This design comes from an exercise in tuning for small area and a short achievable clock period on the open sky130 flow, not from production work.
Function was checked by simulation only, so behaviour that the tests miss may differ from the original.
No activity file was given, so power comes from the tool's default toggle rates.

$ cat design/flow/design.v
module instr_fetch_unit #(
  parameter int Instruction_Width = 32,
  parameter int Mem_Depth         = 64,
  parameter int Addr_Width        = $clog2(Mem_Depth)
) (
  input  logic                         CLK,
  input  logic                         RST,
  input  logic                         Start,
  input  logic                         Load_En,
  input  logic [Addr_Width-1:0]        Load_Addr,
  input  logic [Instruction_Width-1:0] Load_Data,
  input  logic                         JMP,
  input  logic                         PCSrc,
  output logic [Instruction_Width-1:0] Instruction,
  output logic [Instruction_Width-1:0] PC,
  output logic [Instruction_Width-1:0] PC_Plus4,
  output logic                         Running,
  output logic                         Halted,
  output logic [Instruction_Width-1:0] Instr_Count
);
  localparam int W = Instruction_Width;
  localparam logic [W-1:0] PcLimit = W'(4 * Mem_Depth);
  typedef enum logic [1:0] {
    IDLE,
    RUN,
    HALT
  } state_t;
  state_t state, state_nxt;
  logic [W-1:0] mem [Mem_Depth];
  logic [W-1:0] pc, pc_nxt;
  logic [W-1:0] cnt, cnt_nxt;
  logic [W-1:0] pc_p4;
  logic [W-1:0] br_off;
  logic [W-1:0] jmp_tgt;
  logic [W-1:0] seq_tgt;
  logic [W-1:0] fetch_tgt;
  logic [Addr_Width-1:0] widx;
  logic in_range;
  logic run_q, halt_q;
  assign pc_p4    = pc + W'(4);
  assign widx     = pc[Addr_Width+1:2];
  assign in_range = pc < PcLimit;
  assign Instruction = (state == RUN && in_range) ? mem[widx] : '0;
  assign br_off = {{(W-18){Instruction[15]}}, Instruction[15:0], 2'b00};
  assign jmp_tgt = {pc_p4[W-1:W-4], Instruction[25:0], 2'b00};
  assign seq_tgt = PCSrc ? pc_p4 + br_off : pc_p4;
  assign fetch_tgt = JMP ? jmp_tgt : seq_tgt;
  always_comb begin
    state_nxt = state;
    pc_nxt    = pc;
    cnt_nxt   = cnt;
    case (state)
      IDLE, HALT: begin
        if (Start) begin
          state_nxt = RUN;
          pc_nxt    = '0;
          cnt_nxt   = '0;
        end
      end
      RUN: begin
        if (cnt != '1) cnt_nxt = cnt + W'(1);
        if (JMP && jmp_tgt == pc) begin
          state_nxt = HALT;
        end else begin
          pc_nxt = fetch_tgt;
          if (fetch_tgt >= PcLimit) state_nxt = HALT;
        end
      end
      default: state_nxt = IDLE;
    endcase
  end
  always_ff @(posedge CLK) begin
    if (RST) begin
      state  <= IDLE;
      pc     <= '0;
      cnt    <= '0;
      run_q  <= 1'b0;
      halt_q <= 1'b0;
    end else begin
      state  <= state_nxt;
      pc     <= pc_nxt;
      cnt    <= cnt_nxt;
      run_q  <= (state_nxt == RUN);
      halt_q <= (state_nxt == HALT);
    end
  end
  always_ff @(posedge CLK) begin
    if (!RST && Load_En && state == IDLE)
      mem[Load_Addr] <= Load_Data;
  end
  assign PC          = pc;
  assign PC_Plus4    = pc_p4;
  assign Running     = run_q;
  assign Halted      = halt_q;
  assign Instr_Count = cnt;
endmodule
$ cat design/flow/run.sh
#!/bin/bash
# synth_recipe.tcl (not shown) runs the flow's synth.tcl, then flattens the netlist and writes it again
# the make line also repeats each setting of config.mk as NAME=value (left out here)
make -C /OpenROAD-flow-scripts/flow DESIGN_CONFIG=/design/flow/config.mk WORK_HOME=/design/flow/orfs CLKGATE_MAP_FILE= SYNTH_SCRIPT=/design/flow/synth_recipe.tcl finish
$ cat design/flow/config.mk
export PLATFORM = sky130hd
export DESIGN_NAME = instr_fetch_unit
export DESIGN_NICKNAME = instr_fetch_unit
export VERILOG_FILES = /design/flow/design.v
export SDC_FILE = /design/flow/constraint.sdc
export NUM_CORES = 4
export LEC_CHECK = 0
export CAP_MARGIN = 20
export CORE_MARGIN = 2
export CORE_UTILIZATION = 40
export SETUP_SLACK_MARGIN = 1.0
export SLEW_MARGIN = 20
$ cat design/flow/constraint.sdc
create_clock -name core_clock -period 6.5 [get_ports {CLK}]
set_input_delay 1.3000 -clock core_clock [delete_from_list [all_inputs] [get_ports {CLK}]]
set_output_delay 1.3000 -clock core_clock [all_outputs]
set_load 0.01 [all_outputs]
==> flow_summary.yaml <==
logic_synthesis:
  seq_area_frac_synth: 0.742
  synth_fp_nets: 4417
  synth_top_area_frac: 0.724
  synth_warnings: 1
  synth_edf_count: 2048
  synth_cells: 4351
  syn_avg_cell_area_sq_um: 19.5
  ys.flop_type: "edfxtp_1"
  yosysTopAreaCell: "edfxtp_1"
  synth.area.top_cells: "edfxtp_1 (72%), mux4_2 (12%), mux2i_1 (2.1%)"
  async_flop_share: 0
  yosysUniqueCellTypes: 99
  syn_area_sq_mm: 0.0849
  synth-seq-cells: 2122
final_layout:
  area_delta_synth_final_pct: 18.4
  fin_nets: 4962
  most-common-layout-cells: "edfxtp_1 (2048), mux4_2 (464), buf_4 (353), clkbuf_16 (216), mux2i_1 (176)"
  drive_above_1_share: 0.278
  final_common_cell: "edfxtp_1"
clocking:
  h-tree-depth: 4
  cts_max_path_buffers: 3
  clkLatencyLatePin_ns: 0.86
  numCtsBuffers: 207
  root_buffer: "clkbuf_16"
  path_clk_slew_ns: 0.06
  clock_sinks: 2122
  tritoncts: "yes"
worst_hold_path:
  min-delay-start: "cnt[22]"
  holdPathEnd: "cnt[22]"
  min_path_cells: 2
  hold_class: "register to register"
route:
  drt-pass1-iter-count: 6
  vias: 47700
  vias_per_cell: 6.05
  antenna_left: 0
  totalWireLength_mm: 265
  drtIter0Drc: 6636
  drt-wirelength-per-cell_microns: 33.6
  drc_errors: 0
timing:
  finalSetupTns_ns: 0
  finalCritPeriodShare: 0.926
  fin_ws_ns: 0.480
  fin_skew_ns: 0.0775
  min_period_ns: 6.02
  hold_violations: 0
  worstMarginPinSlew_ns: 1.17
  fmax_mhz: 166
  rsz0062_at_grt: "true"
  slew-limit-headroom: 0.216
  slew_viol_final: 0
  setup_viol: 0
critical_path:
  cp-start-kind: "register"
  endpoint_kind: "register"
  crit_required_ns: 7.24
  path_max_fanout: 15
  r2r-end: "state[1]"
  crit_type: "register to register"
  ff2ff_setup_slack_ns: 0.48
  crit_arrival_ns: 6.76
  reg2regPathDepth: 23
power:
  leakage_nw: 31.1
  p_per_area_mw_per_mm2: 282
  power_mw: 28.3
  peakVddDrop_uv: 276
global_route:
  met3_usage: 0.0498
  use_met2: 0.378
  overflow: 0
  grt_use_met1: 0.337
  grt_pass1_vias: 46200
  track_usage: 0.240
  grt_pass1_wl_mm: 365
  grt-busiest-layer: "met2"
  antenna_found_initial: 16
  grt_max_degree: 65
floorplanning:
  fp.dieH_microns: 465
  fp.dieW_microns: 465
  rows: 169
  initial_utilization: 0.402
  coreArea_sq_mm: 0.211
  io_pins: 174
  dieArea_sq_mm: 0.216
placement:
  dp_hpwl_mm: 158
  preCtsSetupSlack_ns: 0.100
  gp_congestion: 0.903
  port-buffer-count: 173
run_status:
  status: "finished clean"
flow_run:
  max-cap-violations: 0
-- registers in the layout, summed over array words and instances (netlist names), named ones only --
register / count
cnt: 32
halt_q: 1
mem: 2048
pc: 32
run_q: 1
state: 2
-- report_power, final --
| part | switching [mW] | internal (mW) |
|---|---|---|
| combinational | 0.920 | 0.563 |
| clock | 5.31 | 6.48 |
| sequential | 0.0242 | 15.0 |
-- what timing repair did --
| action | 4_1_cts | 5_1_grt |
|---|---|---|
| endpoints found under the setup margin | 49 | 25 |
| gates resized for setup | 110 | 45 |
| buffers inserted | 33 | 28 |
| cloned | 10 | 8 |
| pin swaps | 10 | 21 |
| hold buffers | 0 | 0 |
-- cell usage after synthesis, types with 25 or more instances --
library cell and number:
a211oi_1 27, clkbuf_1 98, mux4_2 464, nor4_1 26, dfxtp_1 74, edfxtp_1 2048, o21ai_0 60, nor3_1 34
a21oi_1 85, a22oi_1 114, nor2_1 199, buf_2 76, o211ai_1 48, mux2i_1 181, mux2_2 32, nand4_1 25
inv_1 26, xnor2_1 29, nand2_1 162, xor2_1 34, o22ai_1 37, nand3_1 66
-- metrics by stage --
step | util | std cells | instance area [sq um] | hold slack [ns]
2_1_floorplan | - | 4351 | 85000 | 0.504
3_3_place_gp | 0.435 | 7428 | 92000 | 0.484
5_1_grt | 0.475 | 7888 | 100000 | 0.541
4_1_cts | 0.472 | 7851 | 99800 | 0.502
3_5_place_dp | 0.435 | 7429 | 92100 | 0.493
6_report | 0.475 | 7892 | 100000 | 0.500
-- worst max-delay path, stage by stage, from the launching register on --
cell and delay [ns]:
dfxtp_4 0.35, buf_12 0.14, buf_12 0.14, buf_4 0.14
buf_12 0.14, buf_16 0.17, mux4_2 0.34, nor2_1 0.05
o31ai_1 0.23, buf_4 0.18, o21ai_0 0.14, a211oi_2 0.47
ha_1 0.32, a21oi_1 0.24, o211ai_1 0.18, and3_2 0.30
or3_1 0.35, a21oi_1 0.16, o32ai_1 0.14, or4b_4 0.57
nor4_4 0.16, nand4_1 0.14, or4b_4 0.58, a211o_1 0.27
-- layer usage --
layer / up-vias / routed length, microns
li1: 19200 / -
met4: 2 / 9090
met2: 2579 / 124000
met3: 445 / 25300
met5: - / 16
met1: 25500 / 107000
-- cell type report --
class / count / area, sq um
fill: 17500 / 111000
sequential: 2122 / 63000
multi-input combinational: 1952 / 21500
timing repair buffer: 583 / 5800
clock buffer: 258 / 5390
tap: 2821 / 3530
clock inverter: 121 / 1180
inverter: 30 / 118
antenna: 5 / 12.5
-- how the worst max path moves through the flow --
stage                     startpoint               to
after floorplan             register           halt_q
after global placement      register         state[1]
after detailed placement    register         state[1]
after CTS                   register  Instruction[17]
after global routing        register         state[1]
final                       register         state[1]
-- kinds of logic after synthesis --
logic type	Yosys count	share of synthesized area
compound gates	519	0.0428
xor+xnor	63	0.00650
fa+ha+maj	22	0.00333
buf+inv	277	0.0176
flops	2122	0.742
mux	681	0.149
simple gates	667	0.0388

afterwards: timing with drivers on the ports:
The results above use ideal ports. As a check the final layout listed here was re-extracted and re-timed, cells and wires unchanged.
Step 1 assumes that a clkbuf_16 drives the clock port and a buf_2 every other input.
Step 2, shift: input delay + t, output delay - t, t = (earliest + latest rising clock arrival at the registers) / 2. This alone moves slack from input paths to output paths.
Slacks: no drivers / after step 1 / after step 2; pairs: no drivers / after step 1.
t, ns: 0.911
slack for setup (ns): 0.480 / 0.480 / 0.480
clock arrival spread, ns: 0.087 / 0.087
worst register clock-pin slew, ns: 0.07 / 0.07
After both steps setup and hold are still met in this run. For this run, drivers alone change the setup slack by 0.000 ns; drivers and shift together by 0.000 ns.
